From an optimization exercise on the open Yosys and OpenROAD flow, aimed at small area, a short achievable clock period and few clock cycles per item; shortcuts taken in it are not production practice.
In this exercise RTL edits were held to simulation tests only and were not proved equivalent to the original.
Power and IR drop assume default switching activity.

--- design.v ---
`timescale 1ns / 1ps
package bhs_pkg;
    localparam int DEF_BUCKET_COUNT     = 24;
    localparam int DEF_SLOTS_PER_BUCKET = 8;
    localparam int KEY_W = 31;
    localparam int CMD_W = 2;
    localparam int STS_W = 2;
    localparam logic [CMD_W-1:0] CMD_FIND   = 2'd0;
    localparam logic [CMD_W-1:0] CMD_INSERT = 2'd1;
    localparam logic [CMD_W-1:0] CMD_DELETE = 2'd2;
    localparam logic [STS_W-1:0] ST_OK   = 2'd0;
    localparam logic [STS_W-1:0] ST_MISS = 2'd1;
    localparam logic [STS_W-1:0] ST_FULL = 2'd2;
    typedef struct packed {
        logic [STS_W-1:0] status;
        logic             row_we;
    } t_upd_ctl;
    typedef enum logic {
        CLR_SWEEP,
        CLR_DONE
    } t_clr_state;
endpackage
`timescale 1ns / 1ps
import bhs_pkg::*;
module bhs_bucket_calc #(
    parameter int BUCKET_COUNT = DEF_BUCKET_COUNT
) (
    input  logic             i_clk,
    input  logic             i_s1_load,
    input  logic             i_s2_load,
    input  logic [CMD_W-1:0] i_cmd,
    input  logic [KEY_W-1:0] i_key,
    output logic [CMD_W-1:0] o_cmd,
    output logic [KEY_W-1:0] o_key,
    output logic [(BUCKET_COUNT > 1 ? $clog2(BUCKET_COUNT) : 1)-1:0] o_bucket
);
    localparam int BKT_W  = (BUCKET_COUNT > 1) ? $clog2(BUCKET_COUNT) : 1;
    localparam int RCP_SH = $clog2(BUCKET_COUNT);
    localparam int RCP_W  = KEY_W + 2;
    localparam int PROD_W = KEY_W + RCP_W;
    localparam logic [63:0] RECIP_FULL =
        ((64'd1 << (KEY_W + RCP_SH)) / 64'(BUCKET_COUNT)) + 64'd1;
    localparam logic [RCP_W-1:0] RECIP = RECIP_FULL[RCP_W-1:0];
    logic [CMD_W-1:0]  r1_cmd;
    logic [KEY_W-1:0]  r1_key;
    logic [CMD_W-1:0]  r2_cmd;
    logic [KEY_W-1:0]  r2_key;
    logic [KEY_W-1:0]  r2_quot;
    logic [PROD_W-1:0] w_prod;
    logic [KEY_W-1:0]  n_quot;
    logic [KEY_W-1:0]  w_qd;
    logic [KEY_W-1:0]  w_rem;
    always_ff @(posedge i_clk) begin
        if (i_s1_load) begin
            r1_cmd <= i_cmd;
            r1_key <= i_key;
        end
    end
    assign w_prod = PROD_W'(r1_key) * PROD_W'(RECIP);
    assign n_quot = KEY_W'(w_prod >> (KEY_W + RCP_SH));
    always_ff @(posedge i_clk) begin
        if (i_s2_load) begin
            r2_cmd  <= r1_cmd;
            r2_key  <= r1_key;
            r2_quot <= n_quot;
        end
    end
    assign w_qd  = r2_quot * KEY_W'(BUCKET_COUNT);
    assign w_rem = r2_key - w_qd;
    assign o_cmd    = r2_cmd;
    assign o_key    = r2_key;
    assign o_bucket = w_rem[BKT_W-1:0];
endmodule
`timescale 1ns / 1ps
import bhs_pkg::*;
module bhs_row_store #(
    parameter int BUCKET_COUNT     = DEF_BUCKET_COUNT,
    parameter int SLOTS_PER_BUCKET = DEF_SLOTS_PER_BUCKET
) (
    input  logic                                 i_clk,
    input  logic                                 i_rst_n,
    input  logic                                 i_rd_en,
    input  logic [(BUCKET_COUNT > 1 ? $clog2(BUCKET_COUNT) : 1)-1:0] i_rd_addr,
    input  logic                                 i_wr_en,
    input  logic [(BUCKET_COUNT > 1 ? $clog2(BUCKET_COUNT) : 1)-1:0] i_wr_addr,
    input  logic [SLOTS_PER_BUCKET*KEY_W-1:0]    i_wr_keys,
    input  logic [SLOTS_PER_BUCKET-1:0]          i_wr_valid,
    output logic [SLOTS_PER_BUCKET*KEY_W-1:0]    o_rd_keys,
    output logic [SLOTS_PER_BUCKET-1:0]          o_rd_valid,
    output logic                                 o_ready
);
    localparam int BKT_W = (BUCKET_COUNT > 1) ? $clog2(BUCKET_COUNT) : 1;
    localparam int ROW_W = SLOTS_PER_BUCKET * KEY_W;
    logic [ROW_W-1:0]            mem_keys  [BUCKET_COUNT];
    logic [SLOTS_PER_BUCKET-1:0] mem_valid [BUCKET_COUNT];
    logic [ROW_W-1:0]            r_rd_keys;
    logic [SLOTS_PER_BUCKET-1:0] r_rd_valid;
    logic                        r_fwd_hit;
    logic [ROW_W-1:0]            r_fwd_keys;
    logic [SLOTS_PER_BUCKET-1:0] r_fwd_valid;
    bhs_pkg::t_clr_state                  r_clr_state;
    bhs_pkg::t_clr_state                  n_clr_state;
    logic [BKT_W-1:0]            r_clr_addr, n_clr_addr;
    logic                        w_v_we;
    logic [BKT_W-1:0]            w_v_addr;
    logic [SLOTS_PER_BUCKET-1:0] w_v_data;
    always_ff @(posedge i_clk) begin
        if (i_wr_en) begin
            mem_keys[i_wr_addr] <= i_wr_keys;
        end
        if (i_rd_en) begin
            r_rd_keys <= mem_keys[i_rd_addr];
        end
    end
    always_comb begin
        if (r_clr_state == CLR_SWEEP) begin
            w_v_we   = 1'b1;
            w_v_addr = r_clr_addr;
            w_v_data = '0;
        end else begin
            w_v_we   = i_wr_en;
            w_v_addr = i_wr_addr;
            w_v_data = i_wr_valid;
        end
    end
    always_ff @(posedge i_clk) begin
        if (w_v_we) begin
            mem_valid[w_v_addr] <= w_v_data;
        end
        if (i_rd_en) begin
            r_rd_valid <= mem_valid[i_rd_addr];
        end
    end
    always_ff @(posedge i_clk) begin
        if (!i_rst_n) begin
            r_fwd_hit <= 1'b0;
        end else if (i_rd_en) begin
            r_fwd_hit <= i_wr_en && (i_wr_addr == i_rd_addr);
        end
    end
    always_ff @(posedge i_clk) begin
        if (i_rd_en) begin
            r_fwd_keys  <= i_wr_keys;
            r_fwd_valid <= i_wr_valid;
        end
    end
    assign o_rd_keys  = r_fwd_hit ? r_fwd_keys  : r_rd_keys;
    assign o_rd_valid = r_fwd_hit ? r_fwd_valid : r_rd_valid;
    always_ff @(posedge i_clk) begin
        if (!i_rst_n) begin
            r_clr_state <= CLR_SWEEP;
            r_clr_addr  <= '0;
        end else begin
            r_clr_state <= n_clr_state;
            r_clr_addr  <= n_clr_addr;
        end
    end
    always_comb begin
        n_clr_state = r_clr_state;
        n_clr_addr  = r_clr_addr;
        o_ready     = 1'b0;
        case (r_clr_state)
            CLR_SWEEP: begin
                n_clr_addr = r_clr_addr + 1'b1;
                if (r_clr_addr == BKT_W'(BUCKET_COUNT - 1)) begin
                    n_clr_state = CLR_DONE;
                end
            end
            CLR_DONE: begin
                o_ready = 1'b1;
            end
            default: begin
                n_clr_state = CLR_SWEEP;
                n_clr_addr  = '0;
            end
        endcase
    end
endmodule
`timescale 1ns / 1ps
import bhs_pkg::*;
module bhs_update #(
    parameter int SLOTS_PER_BUCKET = DEF_SLOTS_PER_BUCKET
) (
    input  logic [CMD_W-1:0]                  i_cmd,
    input  logic [KEY_W-1:0]                  i_key,
    input  logic [SLOTS_PER_BUCKET*KEY_W-1:0] i_row_keys,
    input  logic [SLOTS_PER_BUCKET-1:0]       i_row_valid,
    output bhs_pkg::t_upd_ctl                     o_ctl,
    output logic [SLOTS_PER_BUCKET*KEY_W-1:0] o_new_keys,
    output logic [SLOTS_PER_BUCKET-1:0]       o_new_valid
);
    logic [SLOTS_PER_BUCKET-1:0]       w_hit;
    logic [SLOTS_PER_BUCKET-1:0]       w_free;
    logic [SLOTS_PER_BUCKET-1:0]       w_first;
    logic [SLOTS_PER_BUCKET*KEY_W-1:0] w_ins_keys;
    logic                              w_hit_any;
    logic                              w_full;
    always_comb begin
        for (int s = 0; s < SLOTS_PER_BUCKET; s++) begin
            w_hit[s] = i_row_valid[s] && (i_row_keys[s*KEY_W +: KEY_W] == i_key);
        end
    end
    assign w_free    = ~i_row_valid;
    assign w_first   = w_free & (~w_free + SLOTS_PER_BUCKET'(1));
    assign w_hit_any = |w_hit;
    assign w_full    = ~|w_free;
    always_comb begin
        for (int s = 0; s < SLOTS_PER_BUCKET; s++) begin
            w_ins_keys[s*KEY_W +: KEY_W] = w_first[s] ? i_key : i_row_keys[s*KEY_W +: KEY_W];
        end
    end
    always_comb begin
        o_ctl.status = ST_MISS;
        o_ctl.row_we = 1'b0;
        o_new_keys   = i_row_keys;
        o_new_valid  = i_row_valid;
        case (i_cmd)
            CMD_FIND: begin
                o_ctl.status = w_hit_any ? ST_OK : ST_MISS;
            end
            CMD_INSERT: begin
                if (w_hit_any) begin
                    o_ctl.status = ST_MISS;
                end else if (w_full) begin
                    o_ctl.status = ST_FULL;
                end else begin
                    o_ctl.status = ST_OK;
                    o_ctl.row_we = 1'b1;
                    o_new_keys   = w_ins_keys;
                    o_new_valid  = i_row_valid | w_first;
                end
            end
            CMD_DELETE: begin
                if (w_hit_any) begin
                    o_ctl.status = ST_OK;
                    o_ctl.row_we = 1'b1;
                    o_new_valid  = i_row_valid & ~w_hit;
                end
            end
            default: begin
                o_ctl.status = ST_MISS;
            end
        endcase
    end
endmodule
`timescale 1ns / 1ps
import bhs_pkg::*;
module bucketed_hash_set #(
    parameter int BUCKET_COUNT     = DEF_BUCKET_COUNT,
    parameter int SLOTS_PER_BUCKET = DEF_SLOTS_PER_BUCKET
) (
    input  logic      i_clk,
    input  logic      i_rst_n,
    input  logic             i_req_valid,
    output logic             o_req_ready,
    input  logic [CMD_W-1:0] i_req_command,
    input  logic [KEY_W-1:0] i_req_key,
    output logic             o_rsp_valid,
    input  logic             i_rsp_ready,
    output logic [STS_W-1:0] o_rsp_status
);
    localparam int BKT_W = (BUCKET_COUNT > 1) ? $clog2(BUCKET_COUNT) : 1;
    localparam int ROW_W = SLOTS_PER_BUCKET * KEY_W;
    logic r_v1, r_v2, r_v3, r_out_v;
    logic n_v1, n_v2, n_v3, n_out_v;
    logic [STS_W-1:0] r_out_status;
    logic [CMD_W-1:0] r3_cmd;
    logic [KEY_W-1:0] r3_key;
    logic [BKT_W-1:0] r3_bucket;
    logic w_free_out, w_mv1, w_mv2, w_mv3, w_take1, w_take2, w_take3, w_acc;
    logic w_store_ready;
    logic w_wr_en;
    logic [CMD_W-1:0]            w2_cmd;
    logic [KEY_W-1:0]            w2_key;
    logic [BKT_W-1:0]            w2_bucket;
    logic [ROW_W-1:0]            w_rd_keys;
    logic [SLOTS_PER_BUCKET-1:0] w_rd_valid;
    logic [ROW_W-1:0]            w_new_keys;
    logic [SLOTS_PER_BUCKET-1:0] w_new_valid;
    bhs_pkg::t_upd_ctl                  w_upd;
    assign w_free_out = !r_out_v || i_rsp_ready;
    assign w_mv3      = r_v3 && w_free_out;
    assign w_take3    = !r_v3 || w_mv3;
    assign w_mv2      = r_v2 && w_take3;
    assign w_take2    = !r_v2 || w_mv2;
    assign w_mv1      = r_v1 && w_take2;
    assign w_take1    = !r_v1 || w_mv1;
    assign o_req_ready = w_take1 && w_store_ready;
    assign w_acc       = i_req_valid && o_req_ready;
    assign n_v1    = w_acc || (r_v1 && !w_mv1);
    assign n_v2    = w_mv1 || (r_v2 && !w_mv2);
    assign n_v3    = w_mv2 || (r_v3 && !w_mv3);
    assign n_out_v = w_mv3 || (r_out_v && !i_rsp_ready);
    always_ff @(posedge i_clk) begin
        if (!i_rst_n) begin
            r_v1    <= 1'b0;
            r_v2    <= 1'b0;
            r_v3    <= 1'b0;
            r_out_v <= 1'b0;
        end else begin
            r_v1    <= n_v1;
            r_v2    <= n_v2;
            r_v3    <= n_v3;
            r_out_v <= n_out_v;
        end
    end
    bhs_bucket_calc #(
        .BUCKET_COUNT (BUCKET_COUNT)
    ) u_calc (
        .i_clk     (i_clk),
        .i_s1_load (w_acc),
        .i_s2_load (w_mv1),
        .i_cmd     (i_req_command),
        .i_key     (i_req_key),
        .o_cmd     (w2_cmd),
        .o_key     (w2_key),
        .o_bucket  (w2_bucket)
    );
    always_ff @(posedge i_clk) begin
        if (w_mv2) begin
            r3_cmd    <= w2_cmd;
            r3_key    <= w2_key;
            r3_bucket <= w2_bucket;
        end
    end
    assign w_wr_en = w_mv3 && w_upd.row_we;
    bhs_row_store #(
        .BUCKET_COUNT     (BUCKET_COUNT),
        .SLOTS_PER_BUCKET (SLOTS_PER_BUCKET)
    ) u_store (
        .i_clk      (i_clk),
        .i_rst_n    (i_rst_n),
        .i_rd_en    (w_mv2),
        .i_rd_addr  (w2_bucket),
        .i_wr_en    (w_wr_en),
        .i_wr_addr  (r3_bucket),
        .i_wr_keys  (w_new_keys),
        .i_wr_valid (w_new_valid),
        .o_rd_keys  (w_rd_keys),
        .o_rd_valid (w_rd_valid),
        .o_ready    (w_store_ready)
    );
    bhs_update #(
        .SLOTS_PER_BUCKET (SLOTS_PER_BUCKET)
    ) u_update (
        .i_cmd       (r3_cmd),
        .i_key       (r3_key),
        .i_row_keys  (w_rd_keys),
        .i_row_valid (w_rd_valid),
        .o_ctl       (w_upd),
        .o_new_keys  (w_new_keys),
        .o_new_valid (w_new_valid)
    );
    always_ff @(posedge i_clk) begin
        if (w_mv3) begin
            r_out_status <= w_upd.status;
        end
    end
    assign o_rsp_valid  = r_out_v;
    assign o_rsp_status = r_out_status;
endmodule
--- config.mk ---
export PLATFORM = sky130hd
export DESIGN_NAME = bucketed_hash_set
export DESIGN_NICKNAME = bucketed_hash_set
export VERILOG_FILES = /design/flow/design.v
export SDC_FILE = /design/flow/constraint.sdc
export NUM_CORES = 4
export LEC_CHECK = 0
export CAP_MARGIN = 20
export CORE_MARGIN = 2
export CORE_UTILIZATION = 40
export SLEW_MARGIN = 20
export SYNTH_MEMORY_MAX_BITS = 16384
--- constraint.sdc ---
create_clock -name core_clock -period 8.5 [get_ports {i_clk}]
set_input_delay 1.7000 -clock core_clock [delete_from_list [all_inputs] [get_ports {i_clk}]]
set_output_delay 1.7000 -clock core_clock [all_outputs]
set_load 0.01 [all_outputs]
--- run.sh ---
#!/bin/bash
# synth_recipe.tcl (not shown) runs the flow's synth.tcl, then flattens the netlist and writes it again
# the make line also repeats each setting of config.mk as NAME=value (left out here)
make -C /OpenROAD-flow-scripts/flow DESIGN_CONFIG=/design/flow/config.mk WORK_HOME=/design/flow/orfs CLKGATE_MAP_FILE= SYNTH_SCRIPT=/design/flow/synth_recipe.tcl finish
==> run notes <==
-- cell type report --
class                   instances  area (µm²)
well taps                    8909       11150
inverters                     274        1032
diodes                          6       15.01
repair buffers                640        7242
multi-input cells            4092       62010
clock inverters               420        4089
flip-flops and latches       6772      203200
fillers                     54855      360100
clock buffers                 820       17710
-- per-layer routing --
layer,up-vias,global-route usage [%],wire length (µm)
li1,50550,-,-
met1,69387,29.46,295800
met2,5130,32.86,337200
met3,887,3.155,50970
met4,2,5.048,18240
met5,-,0,9
-- sequential cells by signal, summed over array words and instances (netlist names), 2 cells and up --
| signal | count |
|---|---|
| u_store.r_rd_keys | 248 |
| u_calc.r2_quot | 2 |
| r_out_status | 2 |
| r3_bucket | 2 |
| u_store.r_rd_valid | 8 |
| u_calc.r1_cmd | 2 |
| u_store.r_fwd_keys | 248 |
| u_calc.r1_key | 31 |
| r3_key | 31 |
| u_calc.r2_cmd | 2 |
| u_store.mem_keys | 5952 |
| u_store.r_fwd_valid | 8 |
| u_calc.r2_key | 31 |
| u_store.r_clr_addr | 5 |
| r3_cmd | 2 |
| u_store.mem_valid | 192 |
-- cell families (layout without fill, tap and decap cells) --
family	count (synthesis)	in the layout	synth area share (%)
flops	6772	6772	76.05
other cells	0	6	0
fa+ha+maj	346	346	2.092
buf+inv	870	2154	1.325
compound gates	381	381	0.7833
mux	2531	2531	17.87
simple gates	558	558	0.9659
xor+xnor	276	276	0.9046
-- synthesized netlist by cell type, drive strengths merged (13+ instances only) --
cell       n  area (µm²)
nor4      61       400.4
nor3      28       145.1
inv      258       968.4
clkbuf   368        1381
mux4    1792       40360
nor2      61       229.0
a21oi     50       250.2
buf      228        1132
nor2b     15       93.84
o21ai    281        1406
fa       168        3363
and2      19       118.9
xnor2    267        2338
nand2    302        1136
nand4     27       168.9
nand3     13       65.06
clkinv    16       60.06
mux2i    729        7297
ha       178        2227
edfxtp  6761      203000
-- worst max-delay path, delay by kind of cell (launching register included) --
| family | cells | cell delay [ns] |
|---|---|---|
| mux | 1 | 0.62 |
| simple gates | 4 | 2.49 |
| xor+xnor | 1 | 0.81 |
| buf+inv | 5 | 2.07 |
| compound gates | 1 | 0.20 |
| flops | 1 | 0.78 |
-- final timing paths --
path                            cells past startpoint                                  to  slack, ns                  startpoint
worst max-delay path                               12  u_store.mem_keys[7][198]$_DFFE_PP_       1.26        r3_key[29]$_DFFE_PP_
worst min-delay path                                0                 r3_key[8]$_DFFE_PP_       0.40  u_calc.r2_key[8]$_DFFE_PP_
worst max register to register                     12  u_store.mem_keys[7][198]$_DFFE_PP_       1.26        r3_key[29]$_DFFE_PP_
worst min register to register                      0                 r3_key[8]$_DFFE_PP_       0.40  u_calc.r2_key[8]$_DFFE_PP_
-- per-stage QoR --
| step | cell area, µm² | worst slack, ns | power, mW | utilization, % | cells |
|---|---|---|---|---|---|
| 2_1_floorplan | 267300 | -2.078 | 36.91 | - | 11734 |
| 3_3_place_gp | 283800 | 0.4097 | 36.94 | 42.57 | 20677 |
| 3_5_place_dp | 284100 | 1.311 | 36.94 | 42.62 | 20686 |
| 4_1_cts | 305900 | 1.326 | 66.06 | 45.89 | 21926 |
| 5_1_grt | 306500 | 1.000 | 67.31 | 45.98 | 21928 |
| 6_report | 306500 | 1.265 | 65.58 | 45.98 | 21933 |
-- power by group through the flow --
stage                     clock network (mW)  logic (mW)  registers (mW)
after floorplan                            0      0.0209            36.9
after global placement                     0      0.0544            36.9
after detailed placement                   0      0.0547            36.9
after CTS                               29.8      0.0545            36.2
after global routing                    31.1      0.0571            36.2
final                                   29.3      0.0538            36.2
==> Flow_metrics.wiki <==
{| class="wikitable"
! Metric !! Value
|-
| Core outline area || 0.6666 mm²
|-
| Vias || 125,956
|-
| Worst hold slack || 0.3978 ns
|-
| Post-CTS setup buffers || 0
|-
| Cell Rows || 300
|-
| Number of register bits inferred by synthesis || 6,772
|-
| Worst-skew pair later-pin latency || 1.16 ns
|-
| Sequential element share of the synthesized area || 76.05%
|-
| Detail-routed net length per standard cell || 32.02 µm
|-
| Combinational cell fraction of total power || 0.1%
|-
| Die W || 821.4 µm
|-
| Final clock period utilization by the worst path || 85.12%
|-
| Total wire length || 702,200 µm
|-
| Total gr overflow || 0
|-
| Tightest slew margin relative to the limit || 15.00%
|-
| Worst-Margin Slew || 1.266 ns
|-
| Shortest clock period the worst path allows after layout || 7.235 ns
|-
| Die height || 821.4 µm
|-
| Detail Route Antenna Nets || 0
|-
| Overall routing resource usage || 20.41%
|-
| Wire length of the first global-routing pass || 991,600 µm
|-
| Gates resized, CTS repair || 0
|-
| Type of origin of the critical path || flop
|-
| Average vias per placed instance || 5.743
|-
| Top_reg_cell synth || edfxtp_1
|-
| Crit-path max cell delay || 0.88 ns
|-
| Max-slew violation count || 0
|-
| Count of unresolved DRC violations after routing || 0
|-
| Relative area change from synthesis to final layout || 14.69%
|-
| Count of different cell masters after synthesis || 60
|-
| Max-cap violations || 0
|-
| CTS HTree Levels || 6
|-
| Class of the most critical setup path || flop to flop
|-
| Clock tree from TritonCTS || done
|-
| Synthesis Warnings || 4
|-
| Data required time of the worst path || 9.45 ns
|-
| Post-detailed-placement half-perimeter wirelength || 377,900 µm
|-
| Area of the die || 0.6746 mm²
|-
| Total power divided by cell area || 214.0 mW/mm²
|-
| Clock-pin slew on the worst setup and hold paths || 0.06 ns
|-
| IR drop worst, VDD || 265.1 µV
|-
| Number of search-and-repair iterations in the first detailed-routing pass || 5
|-
| Count of flip-flops with a built-in enable after synthesis || 6,761
|-
| Number of failing hold endpoints at the final stage || 0
|-
| Count of input and output buffers || 40
|-
| Via count of the first global-routing pass || 127,377
|-
| Worst Setup End Kind || flop
|-
| Maximum number of pins on one net before global-route repair || 147
|-
| Outcome || finished clean
|-
| Most frequent cells in the layout || 6,761 x edfxtp_1, 1,792 x mux4_2, 688 x clkbuf_16
|-
| Seq pwr share || 55.2%
|-
| Maximum clock frequency || 138.2 MHz
|-
| Sink count of the clock tree || 6,772
|-
| Most common library cell in the layout ignoring fill and taps || edfxtp_1
|-
| Crit-path max FO || 22
|-
| Number of buffers inserted during clock tree synthesis || 686
|-
| Initial core utilization || 40.09%
|-
| Total Nets Final || 12,849
|-
| Avg Inst Size Synth || 22.77 µm²
|-
| Post-synth net total || 12,117
|-
| Clock group share of total power || 44.7%
|-
| Post-Synthesis Cells || 11,734
|-
| Setup repair after global routing missed its margin || false
|-
| Hold Buf Count CTS || 0
|-
| Critical path arrival || 8.19 ns
|-
| Antenna violations before repair || 10
|-
| Iter 0 DRT Violations || 15,349
|-
| Worst path slowest cell || nor4_2
|-
| Max Clock Skew || 0.09727 ns
|-
| Fraction of registers with async set or reset after synthesis || 0%
|-
| Leak Pwr || 96.18 nW
|-
| Final setup viols || 0
|-
| Netlist area before placement || 0.2672 mm²
|-
| Min-Delay Path Class || flop to flop
|-
| Worst path cell trace || buf_4 > clkinv_1 > xnor2_1 > nand4_1 > nor4_2 > a2111oi_4 > nand2_2 > buf_4 > or3_4 > buf_4 > mux2i_2 > buf_4
|-
| Switching pwr || 13.06 mW
|-
| Gpl congestion || 0.8012
|-
| Share of post-route cells with drive strength above 1 || 27.17%
|-
| Number of I/O pins || 41
|-
| Cell with the most instances on the worst path || buf_4
|-
| Internal Pwr Total || 52.52 mW
|-
| Total negative setup slack || 0 ns
|-
| Max Buffers Root-to-Sink || 4
|-
| Sw Ratio || 19.91%
|-
| Clock root buffer || clkbuf_16
|}
Testbench counts, summed over its fixed seeds: cycles 24,224, items 24,000.

## afterwards: timing with drivers on the ports
The results above use ideal ports. As a check the final layout listed here was re-extracted and re-timed, cells and wires unchanged.
Step 1, drivers: a clkbuf_16 drives i_clk and a buf_2 each remaining input, both assumed.
Step 2 times the ports against the registers' clock, not the clock port: input delays grow and output delays shrink by t, the midpoint of the rising clock arrivals with the driver on.
Three values: ideal, step 1, step 2; two values: the first two.
t, ns: 1.252
setup WS [ns]: 1.265 / 1.265 / 1.265
slew at the worst register clock pin (ns): 0.07 / 0.07
After both steps setup and hold are still met in this run. For this run, drivers alone change the setup slack by 0.000 ns; drivers and shift together by 0.000 ns.
